This is an optimization exercise on Yosys and OpenROAD, whose aim is small area, a short achievable clock period and few clock cycles per item, not a production implementation. RTL that was checked went through simulation tests only; none was proved equivalent to the original. For runs 4 and 5, only the layout was checked, not whether the RTL still works. Power figures rest on the tool's default switching activity, not on a simulated workload.

## flow/config.mk

```make
export PLATFORM = sky130hd
export DESIGN_NAME = burst_interval_monitor
export DESIGN_NICKNAME = burst_interval_monitor
export VERILOG_FILES = /design/flow/design.v
export SDC_FILE = /design/flow/constraint.sdc
export NUM_CORES = 4
export LEC_CHECK = 0
export ABC_AREA = 1
export CAP_MARGIN = 5
export CORE_MARGIN = 2
export CORE_UTILIZATION = 55
export GPL_ROUTABILITY_DRIVEN = 0
export SETUP_SLACK_MARGIN = 1.0
export SLEW_MARGIN = 5
```

## flow/constraint.sdc

```tcl
create_clock -name core_clock -period 6.0 [get_ports {clock}]
set_input_delay 1.2000 -clock core_clock [delete_from_list [all_inputs] [get_ports {clock}]]
set_output_delay 1.2000 -clock core_clock [all_outputs]
set_load 0.01 [all_outputs]
```

## flow/design.v

```verilog
`default_nettype none
package bim_pkg;
   localparam int TS_W        = 48;
   localparam int CFG_W       = 32;
   localparam int FC_W        = 8;
   localparam int IVL_W       = 32;
   localparam int OFS_W       = 33;
   localparam int CNT_OUT_W   = 4;
   localparam int KIND_W      = 2;
   localparam int CSR_IDX_W   = 1;
   localparam int REQ_DATA_W  = 56;
   localparam int REQ_USER_W  = 2;
   localparam int RSP_DATA_W  = 152;
   localparam int RSP_USER_W  = 2;
   localparam int RING_DEPTH  = 10;
   localparam int SUM_W       = 36;
   localparam logic [3:0] SUBTYPE_ACTION = 4'hD;
   localparam logic [CFG_W-1:0] EXPECTED_INTERVAL_RESET = 32'd1000000;
   localparam logic [CFG_W-1:0] BURST_TIMEOUT_RESET     = 32'd200000;
   localparam logic [CSR_IDX_W-1:0] CSR_EXPECTED_INTERVAL = 1'b0;
   localparam logic [CSR_IDX_W-1:0] CSR_BURST_TIMEOUT     = 1'b1;
endpackage
`default_nettype wire
`default_nettype none
module bim_div #(
   parameter int B1 = 5,
   parameter int B  = 9
) (
   input  wire logic        clock,
   input  wire logic        reset,
   input  wire logic        load,
   input  wire logic        consume,
   input  wire logic [35:0] dividend,
   input  wire logic [3:0]  divisor,
   input  wire logic [32:0] inst_in,
   output logic             busy,
   output logic             done,
   output logic [31:0]      quotient,
   output logic [32:0]      inst
);
   localparam int ITER   = (32 - B1) / B;
   localparam int STEP_W = (ITER > 1) ? $clog2(ITER) : 1;
   function automatic logic [9:0] bit_step(input logic [4:0] ms, input logic [8:0] r,
                                           input logic b);
      logic [8:0] rn;
      logic       rm, qb;
      rn = '0;
      qb = 1'b0;
      for (int j = 0; j < 9; j++) begin
         rm = 1'b0;
         for (int mi = 0; mi < 5; mi++) begin
            if (j < 2*mi + 1) rm = rm | (ms[mi] & r[(j + 2*mi + 1) >> 1]);
         end
         rn[j] = (b == 1'(j & 1)) ? r[j >> 1] : rm;
         for (int mi = 0; mi < 5; mi++) begin
            if (j >= 2*mi + 1) rn[j] = rn[j] & !ms[mi];
         end
      end
      for (int mi = 0; mi < 5; mi++) begin
         for (int i = 0; i < 2*mi + 1; i++) begin
            if (2*i + 32'(b) >= 2*mi + 1) qb = qb | (ms[mi] & r[i]);
         end
      end
      bit_step = {qb, rn};
   endfunction
   logic [31:0]       quo_ff, quo_nx, quo_ld;
   logic [8:0]        rem_ff, rem_nx, rem_ld;
   logic [4:0]        ms_ff, ms_in;
   logic [32:0]       inst_ff;
   logic [1:0]        sh_in;
   logic [STEP_W-1:0] step_ff;
   logic              busy_ff, done_ff;
   always_comb begin
      case (divisor)
         4'd2:    begin sh_in = 2'd1; ms_in = 5'b00001; end
         4'd3:    begin sh_in = 2'd0; ms_in = 5'b00010; end
         4'd4:    begin sh_in = 2'd2; ms_in = 5'b00001; end
         4'd5:    begin sh_in = 2'd0; ms_in = 5'b00100; end
         4'd6:    begin sh_in = 2'd1; ms_in = 5'b00010; end
         4'd7:    begin sh_in = 2'd0; ms_in = 5'b01000; end
         4'd8:    begin sh_in = 2'd3; ms_in = 5'b00001; end
         4'd9:    begin sh_in = 2'd0; ms_in = 5'b10000; end
         4'd10:   begin sh_in = 2'd1; ms_in = 5'b00100; end
         default: begin sh_in = 2'd0; ms_in = 5'b00001; end
      endcase
   end
   logic [35:0] sh_sum;
   logic [9:0]  st_ld, st_nx;
   always_comb begin
      sh_sum = dividend >> sh_in;
      rem_ld = '0;
      for (int i = 0; i < 9; i++) rem_ld[i] = (sh_sum[35:32] == 4'(i));
      quo_ld = sh_sum[31:0];
      for (int k = 0; k < B1; k++) begin
         st_ld     = bit_step(ms_in, rem_ld, quo_ld[31]);
         quo_ld = {quo_ld[30:0], st_ld[9]};
         rem_ld = st_ld[8:0];
      end
   end
   always_comb begin
      rem_nx = rem_ff;
      quo_nx = quo_ff;
      for (int k = 0; k < B; k++) begin
         st_nx     = bit_step(ms_ff, rem_nx, quo_nx[31]);
         quo_nx = {quo_nx[30:0], st_nx[9]};
         rem_nx = st_nx[8:0];
      end
   end
   always_ff @(posedge clock) begin
      if (reset) begin
         busy_ff <= 1'b0;
         done_ff <= 1'b0;
         step_ff <= '0;
      end else if (load) begin
         busy_ff <= 1'b1;
         done_ff <= 1'b0;
         step_ff <= '0;
      end else if (busy_ff) begin
         step_ff <= step_ff + 1'b1;
         if (step_ff == STEP_W'(ITER - 1)) begin
            busy_ff <= 1'b0;
            done_ff <= 1'b1;
         end
      end else if (consume) begin
         done_ff <= 1'b0;
      end
   end
   always_ff @(posedge clock) begin
      if (load) begin
         quo_ff  <= quo_ld;
         rem_ff  <= rem_ld;
         ms_ff   <= ms_in;
         inst_ff <= inst_in;
      end else if (busy_ff) begin
         quo_ff <= quo_nx;
         rem_ff <= rem_nx;
      end
   end
   assign busy     = busy_ff;
   assign done     = done_ff;
   assign quotient = quo_ff;
   assign inst     = inst_ff;
endmodule
`default_nettype wire
`default_nettype none
import bim_pkg::*;
module burst_interval_monitor (
   input  wire logic                             clock,
   input  wire logic                             reset,
   input  wire logic                             req_tvalid,
   output logic                                  req_tready,
   input  wire logic [bim_pkg::REQ_DATA_W-1:0]   req_tdata,
   input  wire logic [bim_pkg::REQ_USER_W-1:0]   req_tuser,
   output logic                                  rsp_tvalid,
   input  wire logic                             rsp_tready,
   output logic [bim_pkg::RSP_DATA_W-1:0]        rsp_tdata,
   output logic [bim_pkg::RSP_USER_W-1:0]        rsp_tuser,
   input  wire logic                             csr_we,
   input  wire logic [bim_pkg::CSR_IDX_W-1:0]    csr_index,
   input  wire logic [bim_pkg::CFG_W-1:0]        csr_wdata
);
   logic [CFG_W-1:0] expected_ff, timeout_ff;
   logic             r_valid, r_op, r_qual;
   logic [TS_W-1:0]  r_ts;
   assign r_valid = req_tvalid;
   assign r_op    = req_tuser[0];
   assign r_qual  = req_tuser[1] && (req_tdata[FC_W-1:FC_W-4] == SUBTYPE_ACTION);
   assign r_ts    = req_tdata[FC_W+TS_W-1:FC_W];
   logic             active_ff, has_prev_ff;
   logic [TS_W-1:0]  last_ff, prev_last_ff;
   logic [3:0]       n_ff;
   logic [IVL_W-1:0] ring [RING_DEPTH];
   logic [SUM_W-1:0] sum_ff;        
   logic             load_pend;     
   logic             new_sp, new_ep, new_k1;
   logic             old_sp, old_ep, old_k1;
   logic [3:0]       old_cnt;
   logic             div_load, div_busy, div_done, div_consume;
   logic [IVL_W-1:0] div_q;
   logic [OFS_W-1:0] div_inst;
   logic             old_busy, stall, go;
   logic             new_sp_t, new_ep_t, old_sp_t, old_ep_t;
   logic [TS_W-1:0]  elapsed;
   logic             hit, is_end, is_start, push;
   logic [IVL_W-1:0] ivl;
   assign old_busy   = old_sp | old_ep;
   assign stall      = r_valid & !r_op & r_qual & !active_ff & (old_sp_t | old_ep_t | load_pend);
   assign req_tready = !stall;
   assign go         = r_valid & !stall;
   logic             borrow;
   assign {borrow, elapsed} = {1'b0, r_ts} - {1'b0, last_ff};
   assign ivl     = (|elapsed[TS_W-1:IVL_W]) ? '1 : elapsed[IVL_W-1:0];
   logic [TS_W+1:0]  w;
   logic             c1;
   assign c1  = !borrow;
   assign w   = {2'b00, r_ts} + {2'b00, ~last_ff} +
                {2'b00, {(TS_W - CFG_W){1'b1}}, ~timeout_ff} + (TS_W+2)'(2);
   assign hit = c1 ? w[TS_W+1] : (w[TS_W+1] | w[TS_W]);
   assign is_end   = go & r_op & active_ff & hit;
   assign is_start = go & !r_op & r_qual & !active_ff;
   assign push     = is_start & has_prev_ff;
   logic             h_old, h_sp, h_k1, h_ivl, take;
   logic [IVL_W-1:0] h_interval;
   assign h_old = old_busy;
   assign h_sp  = h_old ? old_sp : new_sp;
   assign h_k1  = h_old ? old_k1 : new_k1;
   assign h_ivl = h_sp & h_k1;
   assign rsp_tvalid  = h_sp ? (!h_k1 | div_done) : (h_old ? old_ep : new_ep);
   assign take        = rsp_tvalid & rsp_tready;
   assign div_consume = take & h_ivl;
   assign h_interval = h_ivl ? (h_old ? ring[1] : ring[0]) : '0;
   assign rsp_tuser = h_sp ? {1'b0, h_k1} : 2'd2;
   assign rsp_tdata = {2'b00,
                       h_old ? old_cnt : n_ff,
                       h_ivl ? OFS_W'({1'b0, div_q} - {1'b0, expected_ff}) : '0,
                       h_ivl ? div_inst : '0,
                       h_interval,
                       h_old ? prev_last_ff : last_ff};
   assign old_sp_t = old_sp & !(take & h_old & old_sp);
   assign old_ep_t = old_ep & !(take & h_old & !old_sp);
   assign new_sp_t = new_sp & !(take & !h_old & new_sp);
   assign new_ep_t = new_ep & !(take & !h_old & !new_sp);
   always_ff @(posedge clock) begin
      if (reset) begin
         expected_ff <= EXPECTED_INTERVAL_RESET;
         timeout_ff  <= BURST_TIMEOUT_RESET;
      end else if (csr_we) begin
         if (csr_index == CSR_EXPECTED_INTERVAL) expected_ff <= csr_wdata;
         else                                    timeout_ff  <= csr_wdata;
      end
   end
   always_ff @(posedge clock) begin
      if (reset) begin
         active_ff   <= 1'b0;
         has_prev_ff <= 1'b0;
         n_ff        <= '0;
         load_pend   <= 1'b0;
         new_sp      <= 1'b0;
         new_ep      <= 1'b0;
         new_k1      <= 1'b0;
         old_sp      <= 1'b0;
         old_ep      <= 1'b0;
         old_k1      <= 1'b0;
      end else begin
         if (div_load) load_pend <= 1'b0;
         if (push)     load_pend <= 1'b1;
         old_sp <= old_sp_t;
         old_ep <= old_ep_t;
         new_sp <= new_sp_t;
         new_ep <= new_ep_t;
         if (is_end) begin
            active_ff <= 1'b0;
            new_ep    <= 1'b1;
         end
         if (is_start) begin
            active_ff   <= 1'b1;
            has_prev_ff <= 1'b1;
            last_ff     <= r_ts;
            old_sp      <= new_sp_t;
            old_ep      <= new_ep_t;
            old_k1      <= new_k1;
            new_sp      <= 1'b1;
            new_ep      <= 1'b0;
            new_k1      <= has_prev_ff;
         end
         if (push) begin
            n_ff <= (n_ff == 4'(RING_DEPTH)) ? n_ff : n_ff + 1'b1;
         end
      end
   end
   always_ff @(posedge clock) begin
      if (is_start) begin
         prev_last_ff <= last_ff;
         old_cnt      <= n_ff;
      end
   end
   always_ff @(posedge clock) begin
      if (push) begin
         ring[0] <= ivl;
         for (int i = 1; i < RING_DEPTH; i++) ring[i] <= ring[i-1];
      end
   end
   logic [SUM_W-1:0] sum;
   assign sum      = sum_ff + {{(SUM_W - IVL_W){1'b0}}, ring[0]};
   assign div_load = load_pend & !div_busy & (!div_done | div_consume);
   always_ff @(posedge clock) begin
      if (reset) begin
         sum_ff <= '0;
      end else if (div_load) begin
         sum_ff <= sum;
      end else if (push && n_ff == 4'(RING_DEPTH)) begin
         sum_ff <= sum_ff - {{(SUM_W - IVL_W){1'b0}}, ring[RING_DEPTH-1]};
      end
   end
   bim_div u_div (
      .clock    (clock),
      .reset    (reset),
      .load     (div_load),
      .consume  (div_consume),
      .dividend (sum),
      .divisor  (n_ff),
      .inst_in  ({1'b0, ring[0]} - {1'b0, expected_ff}),
      .busy     (div_busy),
      .done     (div_done),
      .quotient (div_q),
      .inst     (div_inst)
   );
endmodule
`default_nettype wire
```

## flow/run.sh

```bash
#!/bin/bash
# synth_recipe.tcl (not shown) runs the flow's synth.tcl, then flattens the netlist and writes it again
# the make line also repeats each setting of config.mk as NAME=value (left out here)
make -C /OpenROAD-flow-scripts/flow DESIGN_CONFIG=/design/flow/config.mk WORK_HOME=/design/flow/orfs CLKGATE_MAP_FILE= SYNTH_SCRIPT=/design/flow/synth_recipe.tcl finish
```

==> impl_results.md, run 1 <==
* Count of standard-cell rows at 95
* Finished Cell Area at 45000 um2
* Synthesis-stage register bit count at 623
* Layout Skew at 0.0302 ns
* Via-per-instance ratio at 5.62
* Startpoint types: flop
* Power density cells at 219 nW/um2
* Count of antenna diodes in the layout at 0
* Setup repair after global routing missed its margin: true
* Count of final setup violators at 0
* Worst Tran Pin Value at 0.930 ns
* Minimum clock period after layout at 5.84 ns
* Dpl hpwl at 79200 um
* Fraction of layout cells with a size suffix above 1 at 12.0%
* Number of hold violations in the final report at 0
* Grt ovf at 0
* Main synth FF type: edfxtp_1
* Die X at 264 um
* Skew-Pair Late Insertion Delay at 0.65 ns
* Post-CTS Hold Buffers at 0
* CORE AREA at 67200 um2
* WL per Instance at 19.4 um
* Arr. time, crit path at 4.64 ns
* Placement-stage worst setup slack at 0.0254 ns
* Sum of routed wire length over all layers at 108000 um
* Wire length of the first global-routing pass at 163000 um
* Cts bufs inserted at 72
* Iteration-0 DRC Markers at 2866
* Die area at 69900 um2
* Final cycle utilization of the critical path at 97.3%
* Max-slew headroom at 38.0%
* Via count of the first global-routing pass at 29000
* Maximum number of pins on one net before global-route repair at 167
* Seq/Total Area, Yosys at 46.8%
* Max-slew violation total from the final report at 0
* Worst hold path depth at 0
* Clock transition at the registers of the reported paths at 0.06 ns
* Clock tree from TritonCTS: done
* Highest cell delay on the worst timing path at 0.38 ns
* Maximum buffer depth of the clock tree at 3
* Type of destination of the critical path: primary output
* Count of flip-flops with a built-in enable after synthesis at 499
* Syn Std Cell Area at 37300 um2
* Share of the synthesized area in the top cell type at 40.2%
* Setup slack after layout at 0.160 ns
* Synth warn at 3
* Type of the worst setup path: reg -> out
* Utilization after layout at 67.0%
* Die outline height at 264 um
* Initial Util at 55.6%
* Final routed DRC violation total at 0
* Cell with the most instances on the worst path: nand2_1
* Reg2Reg Setup Slack at 1.17 ns
* Share of synthesized registers carrying an async set or reset at 0%
* Required arrival time at the worst endpoint at 4.80 ns
* Clock Sink Count at 623
* Standard cell with the maximum stage delay on the critical path: edfxtp_1
* GRT Util Overall at 29.9%
* Count of input and output buffers at 245
* Leakage Power at 18.9 nW
* Timing-limited maximum frequency at 171 MHz
* Layout Area Growth over Synthesis at 20.6%
* Peak fanout along the critical path at 3
* FF-to-FF path depth at 31
* Peak ir drop on the vdd network at 0.229 mV
* Total area of multi-input combinational cells at 18300 um2
* Synth area leaders: edfxtp_1 40%, nand2_1 9.1%, ha_1 8.3%, dfxtp_1 6.7%, a21oi_1 5.4%
* Reg area at 17500 um2
* Post-Synthesis Cells at 4302
* Hold crit path type: reg -> reg
* Overall power of the completed layout at 9.84 mW
* Status: complete, no violations
* Reported max-cap violation count at 0
* Library cell occupying the most area in the post-synthesis netlist: edfxtp_1
* Antenna-violating nets left at 0
* CTS root buf: clkbuf_16
* Cell total after placement at 5346
* Number of ports placed on the die boundary at 252
* Via Count at 31300
* Netlist cell types at 64
* Initial antenna violation count at 2
* Final net count at 5009
* DRT Pass-1 Iters at 9
* Post-Place Cell Area at 40900 um2
* Synthesized area per cell at 8.67 um2
* Final cell count without fillers at 5560
* Count of H-tree levels built during CTS at 3
* Layout filler cell count at 5518
[metrics by stage]
stage	TNS, ns	hold WS (ns)
after CTS	0	0.383
after detailed placement	0	0.405
final	0	0.393
after floorplan	-392.00	0.400
after global routing	-0.317	0.396
after global placement	0	0.400
[cell usage after synthesis, types with 3 or more instances]
master	instances
clkbuf_1	88
edfxtp_1	499
dfxtp_1	124
nor4_1	10
a41oi_1	4
o21ai_1	33
nor3_1	25
xnor2_1	44
nor2_1	300
buf_2	23
buf_6	3
o21ai_0	285
a21boi_1	5
nand3b_1	5
nand4_1	88
a21oi_2	9
o31ai_1	8
o211ai_1	34
nor2_4	8
o21a_1	11
o21bai_1	15
nand3_2	15
a21boi_2	7
a31oi_1	24
a21boi_0	3
fa_1	35
inv_1	526
a21oi_1	402
clkinv_1	11
nand3_1	282
ha_1	249
a21o_1	7
buf_1	11
o22ai_1	8
nor2_2	18
a211oi_1	12
inv_2	16
nand2_1	900
mux2i_1	3
or2_2	9
nand2_2	22
o22a_1	9
xor2_1	74
buf_4	6
o21ai_2	4
[sequential cells by signal (all words and copies together), names as in the netlist, 2 cells and up]
register       flops
expected_ff       32
last_ff           48
n_ff               4
old_cnt            4
prev_last_ff      48
ring             320
sum_ff            36
timeout_ff        32
u_div.inst_ff     33
u_div.ms_ff        5
u_div.ms_in        5
u_div.quo_ff      32
u_div.rem_ff       9
u_div.sh_in        2
u_div.step_ff      2
[worst paths after layout]
kind,startpoint,to
setup / recovery,u_div.quo_ff[0],rsp_tdata[143]
hold / removal,ring[3][15],ring[4][15]
setup reg to reg,ring[0][7],u_div.quo_ff[0]
hold reg to reg,ring[3][15],ring[4][15]
[critical path, delay by kind of cell (launching register included)]
kind,cells,cell delay [ns]
AOI/OAI and AO/OA,11,1.62
and+or+nand+nor,15,0.99
buffers and inverters,6,0.52
adders and majority gates,2,0.47
DFF,1,0.38
[routing by layer]
metal	share of wire, %	track usage [%]
met5	0	0
met4	3.2	9.35
met3	7.9	4.75
met2	44	45.7
met1	45	43.8
[layout by cell type, fill, tap and decap left out, types with 26 or more instances in the layout]
cell / instances
nand2_1: 866
inv_1: 513
edfxtp_1: 499
a21oi_1: 382
nor2_1: 277
o21ai_0: 272
nand3_1: 259
clkdlybuf4s50_1: 219
ha_1: 211
buf_4: 130
dfxtp_1: 123
nand4_1: 88
xor2_1: 73
clkbuf_16: 73
nand2_2: 44
xnor2_1: 44
o21ai_1: 39
ha_4: 37
nand3_2: 34
o211ai_1: 34
nor2_2: 33
fa_1: 32
inv_2: 29
a21oi_2: 26
[where the power goes]
part | total (mW) | internal (mW) | switching, mW
combinational | 0.645 | 0.268 | 0.376
clock | 4.54 | 2.69 | 1.86
sequential | 4.65 | 4.64 | 0.00820
[kinds of logic after synthesis]
kind of cell / count (synthesis) / share of synthesized area, %
multiplexers: 3 / 0.0805
adder cells (fa/ha/maj): 284 / 10.2
XOR/XNOR: 118 / 2.77
AO/OA/AOI/OAI: 895 / 13.3
AND/OR/NAND/NOR: 1693 / 19.7
buffers and inverters: 685 / 7.10
flip-flops: 623 / 46.8
other: 1 / 0.0101
[repair_timing]
item,in CTS,in global routing
pin swaps,18,64
setup endpoints to repair,61,70
cloned,2,1
endpoints found under the hold margin,0,0
setup buffers,16,63
gates resized for setup,100,187
[layout make-up]
cell class | instances | share of cell area (%)
multi-input cells | 2996 | 40.7
flip-flops and latches | 623 | 38.8
repair buffers | 383 | 7.90
inverters | 553 | 4.63
clock buffers | 92 | 4.33
well taps | 873 | 2.43
clock inverters | 40 | 1.22
Testbench counts, summed over its fixed seeds: cycles 2,536, items 2,424.
==> run 2, diff against run 1 <==
--- a/flow/config.mk
+++ b/flow/config.mk
@@ -10,5 +10,5 @@
 export CORE_MARGIN = 2
 export CORE_UTILIZATION = 55
 export GPL_ROUTABILITY_DRIVEN = 0
-export SETUP_SLACK_MARGIN = 1.0
+export SETUP_SLACK_MARGIN = 0.6
 export SLEW_MARGIN = 5
==> impl_results.md, run 2 <==
* Timing-limited maximum frequency at 173 MHz (was 171 MHz)
* Final cycle utilization of the critical path at 96.3% (was 97.3%)
* Count of flip-flops with a built-in enable after synthesis at 499 (unchanged)
* Cell with the most instances on the worst path: nand2_1 (unchanged)
* Grt ovf at 0 (unchanged)
* Via count of the first global-routing pass at 28800 (was 29000)
* Startpoint of the worst-slack reg-to-reg timing path: ring[0][0] (was ring[0][7])
* Die area at 69900 um2 (unchanged)
* Die outline height at 264 um (unchanged)
* Peak ir drop on the vdd network at 0.229 mV (about the same)
* Top register by number of flip-flops: ring (unchanged)
* Via-per-instance ratio at 5.64 (was 5.62)
* Flip-flop count of the largest register, all copies and words added at 320 (unchanged)
* Clock Sink Count at 623 (unchanged)
* Reg-to-reg endpoint: u_div.quo_ff[1] (was u_div.quo_ff[0])
* Fin Setup TNS at 0 ns (unchanged)
* Setup repair after global routing missed its margin: true (unchanged)
* Die X at 264 um (unchanged)
* Initial Util at 55.6% (unchanged)
* Final routed DRC violation total at 0 (unchanged)
* Synthesized area per cell at 8.67 um2 (unchanged)
* CORE AREA at 67200 um2 (unchanged)
* Maximum buffer depth of the clock tree at 3 (unchanged)
* Maximum number of pins on one net before global-route repair at 167 (unchanged)
* Layout Area Growth over Synthesis at 17.7% (was 20.6%)
* Worst Hold End: ring[4][15] (unchanged)
* Reported max-cap violation count at 0 (unchanged)
* Skew-Pair Late Insertion Delay at 0.65 ns (about the same)
* Standard cell with the maximum stage delay on the critical path: edfxtp_1 (unchanged)
* Via Count at 31100 (was 31300)
* Total area of multi-input combinational cells at 17600 um2 (was 18300 um2)
* Worst Tran Pin Value at 0.938 ns (was 0.930 ns)
* Layout filler cell count at 5709 (was 5518)
* Arr. time, crit path at 4.58 ns (was 4.64 ns)
* Utilization after layout at 65.4% (was 67.0%)
* Status: complete, no violations (unchanged)
* Origin of the worst min-delay path: ring[3][15] (unchanged)
* WL per Instance at 19.3 um (was 19.4 um)
* Netlist cell types at 64 (unchanged)
* Post-Place Cell Area at 40900 um2 (unchanged)
* DRT Pass-1 Iters at 8 (was 9)
* Most repeated cell in the gate-level netlist after synthesis: nand2_1 (unchanged)
* Layout Skew at 0.0333 ns (was 0.0302 ns)
* Iteration-0 DRC Markers at 2678 (was 2866)
* Finished Cell Area at 43900 um2 (was 45000 um2)
* Wire length of the first global-routing pass at 162000 um (was 163000 um)
* GRT Util Overall at 29.7% (was 29.9%)
* Share of the synthesized area in the top cell type at 40.2% (unchanged)
* Count of standard-cell rows at 95 (unchanged)
* CTS root buf: clkbuf_16 (unchanged)
* Dpl hpwl at 79200 um (unchanged)
* Dominant delay contributor by cell family on the critical path: compound AO/OA/AOI/OAI gates (unchanged)
* Cts bufs inserted at 72 (unchanged)
* Worst hold path depth at 0 (unchanged)
* Number of ports placed on the die boundary at 252 (unchanged)
* Reg area at 17500 um2 (unchanged)
* Sum of routed wire length over all layers at 106000 um (was 108000 um)
* Antenna-violating nets left at 0 (unchanged)
* Most common cell after layout, fill and taps aside: nand2_1 (unchanged)
* Fraction of layout cells with a size suffix above 1 at 8.84% (was 12.0%)
* Peak fanout along the critical path at 3 (unchanged)
* Max-slew headroom at 37.4% (was 38.0%)
* Clock transition at the registers of the reported paths at 0.06 ns (about the same)
* Initial antenna violation count at 2 (unchanged)
* Post-Synthesis Cells at 4302 (unchanged)
* Startpoint types: flop (unchanged)
* Synth area leaders: edfxtp_1 40%, nand2_1 9.1%, ha_1 8.3%, dfxtp_1 6.7%, a21oi_1 5.4% (unchanged)
* Leakage Power at 18.7 nW (was 18.9 nW)
* Synth warn at 3 (unchanged)
* Number of buffer and inverter stages on the critical path at 6 (unchanged)
* Highest cell delay on the worst timing path at 0.38 ns (about the same)
* Count of input and output buffers at 245 (unchanged)
* Count of H-tree levels built during CTS at 3 (unchanged)
* Minimum clock period after layout at 5.78 ns (was 5.84 ns)
* Reg2Reg Setup Slack at 0.92 ns (was 1.17 ns)
* Final Hold Slack at 0.387 ns (was 0.393 ns)
* Seq/Total Area, Yosys at 46.8% (unchanged)
* Max-slew violation total from the final report at 0 (unchanged)
* Share of synthesized registers carrying an async set or reset at 0% (unchanged)
* Count of antenna diodes in the layout at 0 (unchanged)
* Number of hold violations in the final report at 0 (unchanged)
* First element of the critical path: u_div.quo_ff[0] (unchanged)
* Clock tree from TritonCTS: done (unchanged)
* Hold crit path type: reg -> reg (unchanged)
* Commonest cells after routing, fill and taps aside: 882 x nand2_1, 514 x inv_1, 499 x edfxtp_1, 388 x a21oi_1, 293 x nor2_1 (was 866 x nand2_1, 513 x inv_1, 499 x edfxtp_1, 382 x a21oi_1, 277 x nor2_1)
* FF-to-FF path depth at 33 (was 31)
* Power density cells at 224 nW/um2 (was 219 nW/um2)
* Synthesis-stage register bit count at 623 (unchanged)
* Syn Std Cell Area at 37300 um2 (unchanged)
* Leading registers by flop count: ring (320), last_ff (48), prev_last_ff (48) (unchanged)
* Required arrival time at the worst endpoint at 4.80 ns (about the same)
* Main synth FF type: edfxtp_1 (unchanged)
* Post-synth top cells: 900 x nand2_1, 526 x inv_1, 499 x edfxtp_1 (unchanged)
* Type of the worst setup path: reg -> out (unchanged)
* Library cell occupying the most area in the post-synthesis netlist: edfxtp_1 (unchanged)
* Count of final setup violators at 0 (unchanged)
* Type of destination of the critical path: primary output (unchanged)
* Final net count at 4960 (was 5009)
## run 2: cell types whose count changed in the layout (fill, tap and decap cells not counted), sizes merged
cell,change
a21boi,-1
buf,-55
clkbuf,-2
clkdlybuf4s50,+13
dlygate4sd2,-2
dlymetal6s2s,-2
## run 2: logic make-up after synthesis
logic type,Yosys count,share of synthesized area [%]
and+or+nand+nor,1693,19.7
AOI/OAI and AO/OA,895,13.3
buffers and inverters,685,7.10
DFF,623,46.8
adders and majority gates,284,10.2
xor gates and xnor gates,118,2.77
muxes,3,0.0805
other,1,0.0101
## run 2: metal layers
| layer | wire (um) | up-vias | GRT usage (%) |
|---|---|---|---|
| met1 | 48200 | 14600 | 43.7 |
| met5 | 0 | - | 0 |
| met3 | 8290 | 169 | 4.82 |
| met4 | 3380 | 0 | 9.41 |
| met2 | 46400 | 1090 | 45.1 |
| li1 | - | 15200 | - |
## run 2: worst max-delay path by stage
stage | endpoint | cells past startpoint | slack [ns]
after floorplan | u_div.ms_in[0] | 14 | -2.47
after global placement | rsp_tdata[143] | 34 | 0.02
after detailed placement | rsp_tdata[143] | 34 | 0.03
after CTS | rsp_tdata[143] | 34 | 0.08
after global routing | rsp_tdata[143] | 34 | -0.14
final | rsp_tdata[143] | 34 | 0.22
## run 2: power breakdown
| part | leakage, nW | switching, mW | internal (mW) | total, mW |
|---|---|---|---|---|
| clock network | 1.21 | 1.86 | 2.69 | 4.55 |
| registers | 5.57 | 0.00826 | 4.64 | 4.65 |
| logic | 11.9 | 0.375 | 0.265 | 0.640 |
| total | 18.7 | 2.24 | 7.60 | 9.84 |
## run 2: area by class of cell
cell class	instances	area share, %
clock buffer	92	4.43
tap	873	2.49
timing repair buffer	335	7.34
inverter	553	4.74
clock inverter	40	1.25
sequential	623	39.8
multi-input combinational	2995	40.0
## run 2: worst register-to-register path: cells and delay by family (launching register included)
| family | cells | cell delay [ns] |
|---|---|---|
| adder cells (fa/ha/maj) | 2 | 0.57 |
| flip-flops | 1 | 0.50 |
| AND/OR/NAND/NOR | 27 | 3.14 |
| AO/OA/AOI/OAI | 1 | 0.35 |
| buffers and inverters | 3 | 0.26 |
## run 2: per-stage QoR
stage	setup slack (ns)	power [mW]	cells
3_5_place_dp	0.0254	5.34	5346
5_1_grt	-0.138	10.2	5511
2_1_floorplan	-2.47	5.13	4303
3_3_place_gp	0.0188	5.33	5346
4_1_cts	0.0774	9.90	5484
6_report	0.224	9.84	5511
## run 2: timing repair
| action | in CTS | in global routing |
|---|---|---|
| gates resized for setup | 56 | 67 |
| endpoints found under the setup margin | 16 | 63 |
| buffers inserted | 6 | 24 |
| hold buffers | 0 | 0 |
| pin swaps | 8 | 29 |
| cloned | 0 | 3 |
==> run 3, diff against run 2 <==
--- a/flow/config.mk
+++ b/flow/config.mk
@@ -6,9 +6,9 @@
 export NUM_CORES = 4
 export LEC_CHECK = 0
 export ABC_AREA = 1
-export CAP_MARGIN = 5
+export CAP_MARGIN = 0
 export CORE_MARGIN = 2
 export CORE_UTILIZATION = 55
 export GPL_ROUTABILITY_DRIVEN = 0
-export SETUP_SLACK_MARGIN = 0.6
-export SLEW_MARGIN = 5
+export SETUP_SLACK_MARGIN = 0.3
+export SLEW_MARGIN = 0
==> impl_results.md, run 3 <==
* Synth area leaders: edfxtp_1 40%, nand2_1 9.1%, ha_1 8.3%, dfxtp_1 6.7%, a21oi_1 5.4% (unchanged)
* Library cell occupying the most area in the post-synthesis netlist: edfxtp_1 (unchanged)
* Timing-limited maximum frequency at 170 MHz (was 173 MHz)
* Most common cell after layout, fill and taps aside: nand2_1 (unchanged)
* Type of destination of the critical path: primary output (unchanged)
* Flip-flop count of the largest register, all copies and words added at 320 (unchanged)
* Leakage Power at 18.5 nW (was 18.7 nW)
* Setup repair after global routing missed its margin: true (unchanged)
* Power density cells at 225 nW/um2 (was 224 nW/um2)
* Fraction of layout cells with a size suffix above 1 at 7.88% (was 8.84%)
* Max-slew headroom at 37.5% (was 37.4%)
* Final cycle utilization of the critical path at 98.1% (was 96.3%)
* Clock Sink Count at 623 (unchanged)
* Most repeated cell in the gate-level netlist after synthesis: nand2_1 (unchanged)
* Count of H-tree levels built during CTS at 3 (unchanged)
* CTS root buf: clkbuf_16 (unchanged)
* DRT Pass-1 Iters at 6 (was 8)
* Count of flip-flops with a built-in enable after synthesis at 499 (unchanged)
* Synth warn at 3 (unchanged)
* Sum of routed wire length over all layers at 106000 um (about the same)
* WL per Instance at 19.2 um (was 19.3 um)
* Post-CTS Hold Buffers at 0 (unchanged)
* Reported max-cap violation count at 0 (unchanged)
* FF-to-FF path depth at 39 (was 33)
* Layout Skew at 0.0330 ns (was 0.0333 ns)
* Status: complete, no violations (unchanged)
* Via-per-instance ratio at 5.61 (was 5.64)
* Synthesis-stage register bit count at 623 (unchanged)
* Syn Std Cell Area at 37300 um2 (unchanged)
* Maximum buffer depth of the clock tree at 3 (unchanged)
* Count of final setup violators at 0 (unchanged)
* Via Count at 30800 (was 31100)
* Die area at 69900 um2 (unchanged)
* Required arrival time at the worst endpoint at 4.80 ns (about the same)
* GRT Util Overall at 29.7% (about the same)
* Cell with the most instances on the worst path: nand2_1 (unchanged)
* Initial antenna violation count at 3 (was 2)
* Commonest cells after routing, fill and taps aside: 889 x nand2_1, 516 x inv_1, 499 x edfxtp_1, 392 x a21oi_1, 293 x nor2_1 (was 882 x nand2_1, 514 x inv_1, 499 x edfxtp_1, 388 x a21oi_1, 293 x nor2_1)
* Via count of the first global-routing pass at 28800 (about the same)
* Hold crit path type: reg -> reg (unchanged)
* Post-Synthesis Cells at 4302 (unchanged)
* Startpoint types: flop (unchanged)
* Share of the synthesized area in the top cell type at 40.2% (unchanged)
* Share of synthesized registers carrying an async set or reset at 0% (unchanged)
* Skew-Pair Late Insertion Delay at 0.65 ns (about the same)
* Die outline height at 264 um (unchanged)
* Minimum clock period after layout at 5.88 ns (was 5.78 ns)
* Final routed DRC violation total at 0 (unchanged)
* Standard cell with the maximum stage delay on the critical path: fa_2 (was edfxtp_1)
* Highest cell delay on the worst timing path at 0.39 ns (was 0.38 ns)
* Peak fanout along the critical path at 3 (unchanged)
* Worst hold path depth at 0 (unchanged)
* Count of input and output buffers at 245 (unchanged)
* Main synth FF type: edfxtp_1 (unchanged)
* Final net count at 4942 (was 4960)
* CORE AREA at 67200 um2 (unchanged)
* Max-slew violation total from the final report at 0 (unchanged)
* Seq/Total Area, Yosys at 46.8% (unchanged)
* Leading registers by flop count: ring (320), last_ff (48), prev_last_ff (48) (unchanged)
* Initial Util at 55.6% (unchanged)
* Clock transition at the registers of the reported paths at 0.06 ns (about the same)
* Iteration-0 DRC Markers at 2764 (was 2678)
* Cts bufs inserted at 72 (unchanged)
* Arr. time, crit path at 4.68 ns (was 4.58 ns)
* Peak ir drop on the vdd network at 0.229 mV (about the same)
* Wire length of the first global-routing pass at 162000 um (about the same)
* Layout Area Growth over Synthesis at 17.0% (was 17.7%)
* Overall power of the completed layout at 9.82 mW (was 9.84 mW)
* Synthesized area per cell at 8.67 um2 (unchanged)
* Grt ovf at 0 (unchanged)
* Type of the worst setup path: reg -> out (unchanged)
* Top register by number of flip-flops: ring (unchanged)
* Post-synth top cells: 900 x nand2_1, 526 x inv_1, 499 x edfxtp_1 (unchanged)
* Worst Tran Pin Value at 0.937 ns (was 0.938 ns)
* Maximum number of pins on one net before global-route repair at 167 (unchanged)
* Die X at 264 um (unchanged)
* Clock tree from TritonCTS: done (unchanged)
* Count of standard-cell rows at 95 (unchanged)
* Utilization after layout at 65.0% (was 65.4%)
* Antenna-violating nets left at 0 (unchanged)
* Fin Setup TNS at 0 ns (unchanged)
* Netlist cell types at 64 (unchanged)
* Dpl hpwl at 79200 um (unchanged)
* Number of hold violations in the final report at 0 (unchanged)
* Number of ports placed on the die boundary at 252 (unchanged)
==> run 3: cell count changes in the layout (fill, tap and decap cells not counted), moves of 3 or more <==
cell      previous run  this run
a21oi_1            388       392
buf_4               80        66
buf_6                6         3
clkinv_1            14        17
inv_2               28        24
nand2_1            882       889
nand2_2             37        31
==> run 3: worst max-delay path, delay by kind of cell, from the launching register on <==
| kind | cells | cell delay [ns] |
|---|---|---|
| flops | 1 | 0.38 |
| compound gates | 11 | 1.67 |
| fa+ha+maj | 2 | 0.51 |
| buf+inv | 6 | 0.48 |
| simple gates | 15 | 1.00 |
==> run 3: timing repair <==
| action | CTS | global route |
|---|---|---|
| endpoints found under the setup margin | 10 | 19 |
| resized for setup | 48 | 31 |
| buffers inserted | 6 | 9 |
| pin swaps | 8 | 13 |
==> run 3: power by group <==
group          leakage (nW)  total [mW]  switching, mW  internal (mW)
logic                  11.7       0.623          0.367          0.256
registers              5.57        4.65        0.00840           4.64
clock network          1.21        4.54           1.85           2.69
==> run 3: metal layers <==
metal / vias up / track usage (%) / wire [um]
li1: 15200 / - / -
met3: 173 / 4.97 / 7660
met4: 0 / 9.54 / 3400
met1: 14400 / 43.6 / 48600
met5: - / 0 / 0
met2: 1040 / 45.0 / 45800
==> run 3: worst paths after layout <==
path	startpoint	to	slack, ns
max	u_div.quo_ff[0]	rsp_tdata[143]	0.12
min	ring[3][15]	ring[4][15]	0.39
max reg2reg	ring[0][0]	u_div.quo_ff[0]	0.77
min reg2reg	ring[3][15]	ring[4][15]	0.39
==> run 3: area by class of cell <==
| type | instances | area (um2) |
|---|---|---|
| multi-input cells | 2995 | 17500 |
| repair buffers | 317 | 3050 |
| well taps | 873 | 1090 |
| clock buffers | 92 | 1950 |
| fillers | 5730 | 23500 |
| flip-flops and latches | 623 | 17500 |
| diodes | 1 | 2.50 |
| inverters | 553 | 2080 |
| clock inverters | 40 | 549 |
==> run 3: through the flow <==
stage          area (um2)  instances  setup WS (ns)  hold WS [ns]
6_report            43700       5494          0.117         0.387
5_1_grt             43700       5493         -0.184         0.397
4_1_cts             43500       5484         0.0853         0.383
3_5_place_dp        40900       5346         0.0254         0.405
3_3_place_gp        40900       5346         0.0188         0.400
2_1_floorplan       37400       4303          -2.47         0.400
==> run 3: cell families (layout without fill, tap and decap cells) <==
kind of cell,after synthesis,in the layout,synth area share [%]
other,1,3,0.0101
muxes,3,3,0.0805
and+or+nand+nor,1693,1693,19.7
buffers and inverters,685,1002,7.10
DFF,623,623,46.8
AOI/OAI and AO/OA,895,895,13.3
adders and majority gates,284,284,10.2
xor gates and xnor gates,118,118,2.77
==> run 4, diff against run 3 <==
--- a/flow/design.v
+++ b/flow/design.v
@@ -143,6 +143,27 @@
 endmodule
 `default_nettype wire
 `default_nettype none
+module bim_add #(
+   parameter int W = 32
+) (
+   input  wire logic [W-1:0] a,
+   input  wire logic [W-1:0] b,
+   input  wire logic         ci,
+   output logic [W-1:0]      s,
+   output logic              co
+);
+   localparam int WL = W / 2;
+   localparam int WH = W - WL;
+   logic [WL:0] lo;
+   logic [WH:0] hi0, hi1;
+   assign lo  = {1'b0, a[WL-1:0]} + {1'b0, b[WL-1:0]} + {{WL{1'b0}}, ci};
+   assign hi0 = {1'b0, a[W-1:WL]} + {1'b0, b[W-1:WL]};
+   assign hi1 = {1'b0, a[W-1:WL]} + {1'b0, b[W-1:WL]} + {{WH{1'b0}}, 1'b1};
+   assign s  = {lo[WL] ? hi1[WH-1:0] : hi0[WH-1:0], lo[WL-1:0]};
+   assign co = lo[WL] ? hi1[WH] : hi0[WH];
+endmodule
+`default_nettype wire
+`default_nettype none
 import bim_pkg::*;
 module burst_interval_monitor (
    input  wire logic                             clock,
@@ -187,12 +208,12 @@
    assign stall      = r_valid & !r_op & r_qual & !active_ff & (old_sp_t | old_ep_t | load_pend);
    assign req_tready = !stall;
    assign go         = r_valid & !stall;
-   logic             borrow;
-   assign {borrow, elapsed} = {1'b0, r_ts} - {1'b0, last_ff};
+   logic             c1;            
+   bim_add #(.W(TS_W)) u_elapsed (
+      .a (r_ts), .b (~last_ff), .ci (1'b1), .s (elapsed), .co (c1)
+   );
    assign ivl     = (|elapsed[TS_W-1:IVL_W]) ? '1 : elapsed[IVL_W-1:0];
    logic [TS_W+1:0]  w;
-   logic             c1;
-   assign c1  = !borrow;
    assign w   = {2'b00, r_ts} + {2'b00, ~last_ff} +
                 {2'b00, {(TS_W - CFG_W){1'b1}}, ~timeout_ff} + (TS_W+2)'(2);
    assign hit = c1 ? w[TS_W+1] : (w[TS_W+1] | w[TS_W]);
@@ -209,10 +230,14 @@
    assign take        = rsp_tvalid & rsp_tready;
    assign div_consume = take & h_ivl;
    assign h_interval = h_ivl ? (h_old ? ring[1] : ring[0]) : '0;
+   logic [OFS_W-1:0] h_avg;
+   bim_add #(.W(OFS_W)) u_avg (
+      .a ({1'b0, div_q}), .b (~{1'b0, expected_ff}), .ci (1'b1), .s (h_avg), .co ()
+   );
    assign rsp_tuser = h_sp ? {1'b0, h_k1} : 2'd2;
    assign rsp_tdata = {2'b00,
                        h_old ? old_cnt : n_ff,
-                       h_ivl ? OFS_W'({1'b0, div_q} - {1'b0, expected_ff}) : '0,
+                       h_ivl ? h_avg : '0,
                        h_ivl ? div_inst : '0,
                        h_interval,
                        h_old ? prev_last_ff : last_ff};
--- a/flow/config.mk
+++ b/flow/config.mk
@@ -6,9 +6,9 @@
 export NUM_CORES = 4
 export LEC_CHECK = 0
 export ABC_AREA = 1
-export CAP_MARGIN = 0
+export CAP_MARGIN = 5
 export CORE_MARGIN = 2
 export CORE_UTILIZATION = 55
 export GPL_ROUTABILITY_DRIVEN = 0
 export SETUP_SLACK_MARGIN = 0.3
-export SLEW_MARGIN = 0
+export SLEW_MARGIN = 5
==> impl_results.md, run 4 <==
* Max-slew violation total from the final report at 0 (unchanged)
* Commonest cells after routing, fill and taps aside: 882 x nand2_1, 590 x inv_1, 499 x edfxtp_1, 319 x a21oi_1, 315 x nor2_1 (was 889 x nand2_1, 516 x inv_1, 499 x edfxtp_1, 392 x a21oi_1, 293 x nor2_1)
* Initial Util at 55.6% (about the same)
* Maximum buffer depth of the clock tree at 3 (unchanged)
* Main synth FF type: edfxtp_1 (unchanged)
* Setup repair after global routing missed its margin: true (unchanged)
* Netlist cell types at 74 (was 64)
* Cts bufs inserted at 70 (was 72)
* Count of standard-cell rows at 96 (was 95)
* Syn Std Cell Area at 38200 um2 (was 37300 um2)
* Sequential cell fraction of total power at 48.1% (was 47.4%)
* Post-synth top cells: 890 x nand2_1, 599 x inv_1, 499 x edfxtp_1 (was 900 x nand2_1, 526 x inv_1, 499 x edfxtp_1)
* Most common cell after layout, fill and taps aside: nand2_1 (unchanged)
* Die area at 71600 um2 (was 69900 um2)
* Antenna-violating nets left at 0 (unchanged)
* CORE AREA at 68700 um2 (was 67200 um2)
* Flip-flop count of the largest register, all copies and words added at 320 (unchanged)
* Hold crit path type: reg -> reg (unchanged)
* WL per Instance at 19.3 um (was 19.2 um)
* Via Count at 31400 (was 30800)
* Top register by number of flip-flops: ring (unchanged)
* Arr. time, crit path at 4.37 ns (was 4.68 ns)
* Highest cell delay on the worst timing path at 0.38 ns (was 0.39 ns)
* Utilization after layout at 64.5% (was 65.0%)
* Synth warn at 3 (unchanged)
* Power density cells at 219 nW/um2 (was 225 nW/um2)
* Final net count at 5055 (was 4942)
* Minimum clock period after layout at 5.57 ns (was 5.88 ns)
* Fraction of layout cells with a size suffix above 1 at 8.76% (was 7.88%)
* Die outline height at 267 um (was 264 um)
* Sum of routed wire length over all layers at 109000 um (was 106000 um)
* Required arrival time at the worst endpoint at 4.80 ns (about the same)
* Final routed DRC violation total at 0 (unchanged)
* Reported max-cap violation count at 0 (unchanged)
* Layout Area Growth over Synthesis at 16.0% (was 17.0%)
* Number of ports placed on the die boundary at 252 (unchanged)
* Peak fanout along the critical path at 5 (was 3)
* Leakage Power at 19.2 nW (was 18.5 nW)
* Logic pwr share at 7.2% (was 6.3%)
* GRT Util Overall at 30.5% (was 29.7%)
* Skew-Pair Late Insertion Delay at 0.63 ns (was 0.65 ns)
* Layout filler cell count at 6027 (was 5730)
* Share of synthesized registers carrying an async set or reset at 0% (unchanged)
* Peak ir drop on the vdd network at 0.236 mV (was 0.229 mV)
* Wire length of the first global-routing pass at 167000 um (was 162000 um)
* Max-slew headroom at 24.9% (was 37.5%)
* Cell with the most instances on the worst path: nand2_1 (unchanged)
* Switching part of the total power at 23.0% (was 22.7%)
* Synthesized area per cell at 8.64 um2 (was 8.67 um2)
* Most repeated cell in the gate-level netlist after synthesis: nand2_1 (unchanged)
* Internal Dissipation at 7.46 mW (was 7.59 mW)
* Post-Synthesis Cells at 4422 (was 4302)
* Library cell occupying the most area in the post-synthesis netlist: edfxtp_1 (unchanged)
* Share of the synthesized area in the top cell type at 39.2% (was 40.2%)
* Initial antenna violation count at 4 (was 3)
* Leading registers by flop count: ring (320), last_ff (48), prev_last_ff (48) (unchanged)
* Clock tree from TritonCTS: done (unchanged)
* Share of power burned in the clock network at 44.7% (was 46.3%)
* Clock Sink Count at 623 (unchanged)
* Layout Skew at 0.0348 ns (was 0.0330 ns)
* Synthesis-stage register bit count at 623 (unchanged)
* Status: complete, no violations (unchanged)
* Count of flip-flops with a built-in enable after synthesis at 499 (unchanged)
* Clock transition at the registers of the reported paths at 0.06 ns (about the same)
* Dpl hpwl at 82100 um (was 79200 um)
* Final cycle utilization of the critical path at 92.8% (was 98.1%)
* Post-CTS Hold Buffers at 0 (unchanged)
* Grt ovf at 0 (unchanged)
* Via count of the first global-routing pass at 29600 (was 28800)
* Worst Tran Pin Value at 1.13 ns (was 0.937 ns)
* Type of the worst setup path: reg -> out (unchanged)
* Type of destination of the critical path: primary output (unchanged)
* Number of hold violations in the final report at 0 (unchanged)
* Startpoint types: flop (unchanged)
* Standard cell with the maximum stage delay on the critical path: edfxtp_1 (was fa_2)
* Maximum number of pins on one net before global-route repair at 165 (was 167)
* Count of H-tree levels built during CTS at 3 (unchanged)
* Reg2Reg Setup Slack at 0.81 ns (was 0.77 ns)
* Die X at 267 um (was 264 um)
* Iteration-0 DRC Markers at 2991 (was 2764)
* Seq/Total Area, Yosys at 45.7% (was 46.8%)
* Timing-limited maximum frequency at 180 MHz (was 170 MHz)
* Synth area leaders: edfxtp_1 39%, nand2_1 8.7%, ha_1 8.2%, dfxtp_1 6.5%, inv_1 5.9% (was edfxtp_1 40%, nand2_1 9.1%, ha_1 8.3%, dfxtp_1 6.7%, a21oi_1 5.4%)
* Via-per-instance ratio at 5.55 (was 5.61)
* Count of final setup violators at 0 (unchanged)
* Count of input and output buffers at 245 (unchanged)
* Final Hold Slack at 0.388 ns (was 0.387 ns)
* Net switching power at 2.23 mW (about the same)
* DRT Pass-1 Iters at 6 (unchanged)
* CTS root buf: clkbuf_16 (unchanged)
-- run 4: cell count changes in the layout (fill, tap and decap cells not counted), sizes merged, moves of 11 or more --
cell   before  now
inv       543  628
a21oi     411  333
nand4      90  124
nor2      326  359
xor2       74  101
o21ai     323  305
nor3       26   41
nand3     297  308
-- run 4: cells by family (layout without fill, tap and decap cells) --
logic type      count (synthesis)  after routing  share of synthesized area [%]
compound gates                801            801                           11.9
xor+xnor                      141            141                           3.23
fa+ha+maj                     288            288                           10.2
buf+inv                       767           1071                           7.81
flops                         623            623                           45.7
mux                             5              5                          0.131
other cells                     1              4                        0.00982
simple gates                 1796           1796                           21.1
-- run 4: final cells by class --
class	instances	area [um2]	area share, %
Multi-Input combinational cell	3033	18000	40.6
Sequential cell	623	17500	39.4
Timing Repair Buffer	312	2940	6.63
Inverter	631	2380	5.38
Clock buffer	88	1910	4.32
Tap cell	931	1160	2.63
Clock inverter	40	423	0.955
Antenna cell	2	5.00	0.0113
-- run 4: power groups by stage --
stage	Clock, mW	Combinational (mW)	Sequential [mW]
3_5_place_dp	0	0.669	4.75
2_1_floorplan	0	0.446	4.75
5_1_grt	4.56	0.782	4.66
6_report	4.34	0.695	4.66
4_1_cts	4.41	0.679	4.66
3_3_place_gp	0	0.659	4.75
-- run 4: critical path: cells and delay by family (launching register included) --
family,cells,cell delay (ns)
compound gates,9,1.22
simple gates,14,1.12
buf+inv,6,0.55
fa+ha+maj,2,0.48
flops,1,0.38
-- run 4: through the flow --
stage          power [mW]  area [um2]  setup TNS (ns)  worst slack [ns]  instances
2_1_floorplan        5.19       38200         -423.03             -2.60       4423
3_3_place_gp         5.41       41800               0             0.130       5521
3_5_place_dp         5.42       41800               0             0.106       5521
4_1_cts              9.75       44100               0             0.194       5651
5_1_grt              10.0       44300               0             0.124       5658
6_report             9.69       44300               0             0.435       5660
-- run 4: final timing paths --
check,end,start,cells past startpoint
max,rsp_tdata[138],u_div.quo_ff[0],31
min,ring[7][2],ring[6][2],0
max reg2reg,u_div.quo_ff[0],ring[0][0],37
min reg2reg,ring[7][2],ring[6][2],0
-- run 4: timing repair --
item	4_1_cts	5_1_grt
buffers inserted	2	7
gates cloned	0	0
endpoints found under the setup margin	17	51
pin swaps	6	15
gates resized for setup	32	67
-- run 4: routing by layer --
metal,part of all wire (%),global-route usage (%),vias to the layer above
met4,4.4,12.3,4
met3,7.5,5.14,204
li1,-,-,15500
met1,43,40.8,14600
met5,0.024,0,-
met2,45,49.4,1052
==> run 5, diff against run 4 <==
--- a/flow/design.v
+++ b/flow/design.v
@@ -306,7 +306,9 @@
       end
    end
    logic [SUM_W-1:0] sum;
-   assign sum      = sum_ff + {{(SUM_W - IVL_W){1'b0}}, ring[0]};
+   bim_add #(.W(SUM_W)) u_sum (
+      .a (sum_ff), .b ({{(SUM_W - IVL_W){1'b0}}, ring[0]}), .ci (1'b0), .s (sum), .co ()
+   );
    assign div_load = load_pend & !div_busy & (!div_done | div_consume);
    always_ff @(posedge clock) begin
       if (reset) begin
--- a/flow/config.mk
+++ b/flow/config.mk
@@ -10,5 +10,5 @@
 export CORE_MARGIN = 2
 export CORE_UTILIZATION = 55
 export GPL_ROUTABILITY_DRIVEN = 0
-export SETUP_SLACK_MARGIN = 0.3
+export SETUP_SLACK_MARGIN = 1.0
 export SLEW_MARGIN = 5
==> impl_results.md, run 5 <==
* CTS root buf: clkbuf_16 (unchanged)
* Amount of wire on met2 after detailed routing at 51000 um (was 49600 um)
* Startpoint types: flop (unchanged)
* Standard cell with the maximum stage delay on the critical path: edfxtp_1 (unchanged)
* Sum of routed wire length over all layers at 115000 um (was 109000 um)
* Arr. time, crit path at 4.81 ns (was 4.37 ns)
* Maximum buffer depth of the clock tree at 3 (unchanged)
* Syn Std Cell Area at 38000 um2 (was 38200 um2)
* Layout violations: negative setup slack
* DRT Pass-1 Iters at 8 (was 6)
* Type of the worst setup path: reg -> out (unchanged)
* Main synth FF type: edfxtp_1 (unchanged)
* Peak ir drop on the vdd network at 0.226 mV (was 0.236 mV)
* Post-CTS Hold Buffers at 0 (unchanged)
* Clock tree from TritonCTS: done (unchanged)
* Commonest cells after routing, fill and taps aside: 808 x nand2_1, 601 x inv_1, 499 x edfxtp_1, 300 x a21oi_1, 291 x nor2_1 (was 882 x nand2_1, 590 x inv_1, 499 x edfxtp_1, 319 x a21oi_1, 315 x nor2_1)
* Reported max-cap violation count at 0 (unchanged)
* Amount of wire on met3 after detailed routing at 9530 um (was 8220 um)
* Uppermost layer routed: met5 (unchanged)
* Share of synthesized registers carrying an async set or reset at 0% (unchanged)
* Die area at 71300 um2 (was 71600 um2)
* Synth warn at 3 (unchanged)
* Most repeated cell in the gate-level netlist after synthesis: nand2_1 (unchanged)
* Required arrival time at the worst endpoint at 4.80 ns (about the same)
* Fin Setup TNS at -0.00507 ns (was 0 ns)
* Layout Area Growth over Synthesis at 22.3% (was 16.0%)
* Iteration-0 DRC Markers at 3399 (was 2991)
* Max-slew violation total from the final report at 0 (unchanged)
* Length of routed wiring on met1 at 49700 um (was 46500 um)
* Synthesis-stage register bit count at 623 (unchanged)
* Post-synth top cells: 869 x nand2_1, 623 x inv_1, 499 x edfxtp_1 (was 890 x nand2_1, 599 x inv_1, 499 x edfxtp_1)
* Highest cell delay on the worst timing path at 0.34 ns (was 0.38 ns)
* Synth area leaders: edfxtp_1 39%, nand2_1 8.6%, ha_1 8.3%, dfxtp_1 6.5%, inv_1 6.1% (was edfxtp_1 39%, nand2_1 8.7%, ha_1 8.2%, dfxtp_1 6.5%, inv_1 5.9%)
* Fraction of layout cells with a size suffix above 1 at 15.0% (was 8.76%)
* Via count of the first global-routing pass at 29600 (about the same)
* Via Count at 32700 (was 31400)
* Peak fanout along the critical path at 3 (was 5)
* Power density cells at 210 nW/um2 (was 219 nW/um2)
* Clock Sink Count at 623 (unchanged)
* Die outline height at 267 um (about the same)
* Skew-Pair Late Insertion Delay at 0.66 ns (was 0.63 ns)
* Count of final setup violators at 1 (was 0)
* Die X at 267 um (about the same)
* Finished Cell Area at 46500 um2 (was 44300 um2)
* Number of buffer and inverter stages on the critical path at 6 (unchanged)
* Via-per-instance ratio at 5.69 (was 5.55)
* CORE AREA at 68500 um2 (was 68700 um2)
* Count of standard-cell rows at 96 (unchanged)
* Status: finished with violations (was complete, no violations)
* Minimum clock period after layout at 6.01 ns (was 5.57 ns)
* Final routed DRC violation total at 0 (unchanged)
* Share of the synthesized area in the top cell type at 39.4% (was 39.2%)
* Top register by number of flip-flops: ring (unchanged)
* Wire length of the first global-routing pass at 170000 um (was 167000 um)
* Final cycle utilization of the critical path at 100% (was 92.8%)
* Post-Synthesis Cells at 4422 (unchanged)
* Timing-limited maximum frequency at 167 MHz (was 180 MHz)
* Hold crit path type: reg -> reg (unchanged)
* Type of destination of the critical path: primary output (unchanged)
* Overall power of the completed layout at 9.77 mW (was 9.69 mW)
* WL per Instance at 19.9 um (was 19.3 um)
* Leading registers by flop count: ring (320), last_ff (48), prev_last_ff (48) (unchanged)
* Clock transition at the registers of the reported paths at 0.06 ns (about the same)
* Setup repair after global routing missed its margin: true (unchanged)
* Maximum number of pins on one net before global-route repair at 189 (was 165)
* Grt ovf at 0 (unchanged)
* Library cell occupying the most area in the post-synthesis netlist: edfxtp_1 (unchanged)
* Utilization after layout at 67.9% (was 64.5%)
* Final Hold Slack at 0.412 ns (was 0.388 ns)
* Synthesized area per cell at 8.60 um2 (was 8.64 um2)
* Max-slew headroom at 24.6% (was 24.9%)
* Leakage Power at 20.0 nW (was 19.2 nW)
* Netlist cell types at 67 (was 74)
* Count of H-tree levels built during CTS at 3 (unchanged)
* Flip-flop count of the largest register, all copies and words added at 320 (unchanged)
* Number of ports placed on the die boundary at 252 (unchanged)
* GRT Util Overall at 31.2% (was 30.5%)
* Layout Skew at 0.0301 ns (was 0.0348 ns)
* Count of flip-flops with a built-in enable after synthesis at 499 (unchanged)
* Dominant delay contributor by cell family on the critical path: simple AND/OR/NAND/NOR gates (was compound AO/OA/AOI/OAI gates)
* Number of hold violations in the final report at 0 (unchanged)
* Seq/Total Area, Yosys at 45.9% (was 45.7%)
* Count of input and output buffers at 245 (unchanged)
* Cts bufs inserted at 70 (unchanged)
* Initial Util at 55.5% (was 55.6%)
* Initial antenna violation count at 4 (unchanged)
* Post-Place Cell Area at 41600 um2 (was 41800 um2)
* Setup slack after layout at -0.00507 ns (was 0.435 ns)
* Worst Tran Pin Value at 1.10 ns (was 1.13 ns)
* Dpl hpwl at 82800 um (was 82100 um)
* Final net count at 5201 (was 5055)
* Most common cell after layout, fill and taps aside: nand2_1 (unchanged)
* Antenna-violating nets left at 0 (unchanged)
run 5: changes by cell type after synthesis, moves of 12 or more:
cell / before / now
nand2_1: 890 / 869
o21ai_0: 273 / 285
buf_2: 35 / 19
nand4_1: 115 / 94
nand3_1: 284 / 330
inv_1: 599 / 623
nor2_2: 34 / 20
run 5: final timing paths:
kind              startpoint         endpoint  slack (ns)  cells past startpoint
min              ring[2][25]      ring[3][25]        0.41                      0
max          u_div.quo_ff[0]   rsp_tdata[143]      -0.005                     37
max reg2reg      ring[0][18]  u_div.rem_ff[2]        0.96                     36
min reg2reg      ring[2][25]      ring[3][25]        0.41                      0
run 5: worst register-to-register path, delay by kind of cell (launching register included):
family	cells	cell delay (ns)
DFF	1	0.48
buffers and inverters	4	0.37
adders and majority gates	2	0.56
and+or+nand+nor	30	3.40
run 5: repair_timing:
| item | CTS | global route |
|---|---|---|
| setup buffers | 66 | 70 |
| endpoints found under the setup margin | 65 | 80 |
| resized for setup | 171 | 309 |
| pin swaps | 39 | 124 |
| gates cloned | 4 | 1 |
run 5: per-layer routing:
metal | track usage (%) | vias to the layer above
met5 | 0 | -
met4 | 10.5 | 6
met3 | 4.85 | 243
met2 | 48.2 | 1345
met1 | 44.7 | 15400
li1 | - | 15700
run 5: report_power, final:
part / switching [mW] / internal, mW
sequential: 0.0171 / 4.64
clock: 1.89 / 2.44
combinational: 0.464 / 0.312
run 5: layout make-up:
cell class	instances	area (um2)
antenna	2	5.00
clock buffer	95	1930
clock inverter	33	413
fill	5594	22000
inverter	654	2480
multi-input combinational	3019	19000
sequential	623	17500
tap	882	1100
timing repair buffer	447	4110
run 5: cells by family (layout without fill, tap and decap cells):
group / after synthesis / after routing / share of synthesized area (%)
AND/OR/NAND/NOR: 1799 / 1799 / 21.0
buffers and inverters: 781 / 1229 / 7.92
AO/OA/AOI/OAI: 775 / 775 / 11.3
flip-flops: 623 / 623 / 45.9
adder cells (fa/ha/maj): 290 / 290 / 10.3
XOR/XNOR: 144 / 144 / 3.32
multiplexers: 9 / 9 / 0.237
other: 1 / 4 / 0.00986
run 5: metrics by stage:
step	cells	setup WS [ns]
floorplan	4423	-2.10
global placement	5484	-0.0265
detailed placement	5484	-0.0783
CTS	5682	0.0222
global route	5755	-0.387
finish	5755	-0.00507

[static timing again, ports no longer ideal]
The flow's constraints put no driver on any port. The routed layouts listed below were extracted and timed again, unchanged, in two steps.
Step 1, drivers: a clkbuf_16 drives clock and a buf_2 each remaining input, both assumed.
Step 2 also shifts input and output timing later by t, the mid clock arrival at the registers, as if the neighbouring blocks saw the same clock.
Three values: no drivers, after step 1, after step 2; two values: the first two.
| run | t (ns) | setup WS [ns] | slew at the worst register clock pin (ns) | pins driven straight from the clock port |
|---|---|---|---|---|
| run 1 | 0.697 | 0.160 / 0.094 / 0.595 | 0.06 / 0.06 | 1 |
| run 2 | 0.696 | 0.224 / 0.159 / 0.190 | 0.06 / 0.06 | 1 |
| run 3 | 0.694 | 0.117 / 0.051 / 0.182 | 0.06 / 0.06 | 1 |
| run 4 | 0.674 | 0.435 / 0.368 / 0.104 | 0.07 / 0.07 | 1 |
| run 5 | 0.705 | -0.005 / -0.070 / 0.519 | 0.07 / 0.07 | 1 |
For run 4, which loses most, drivers alone change the setup slack by -0.067 ns; drivers and shift together by -0.331 ns.
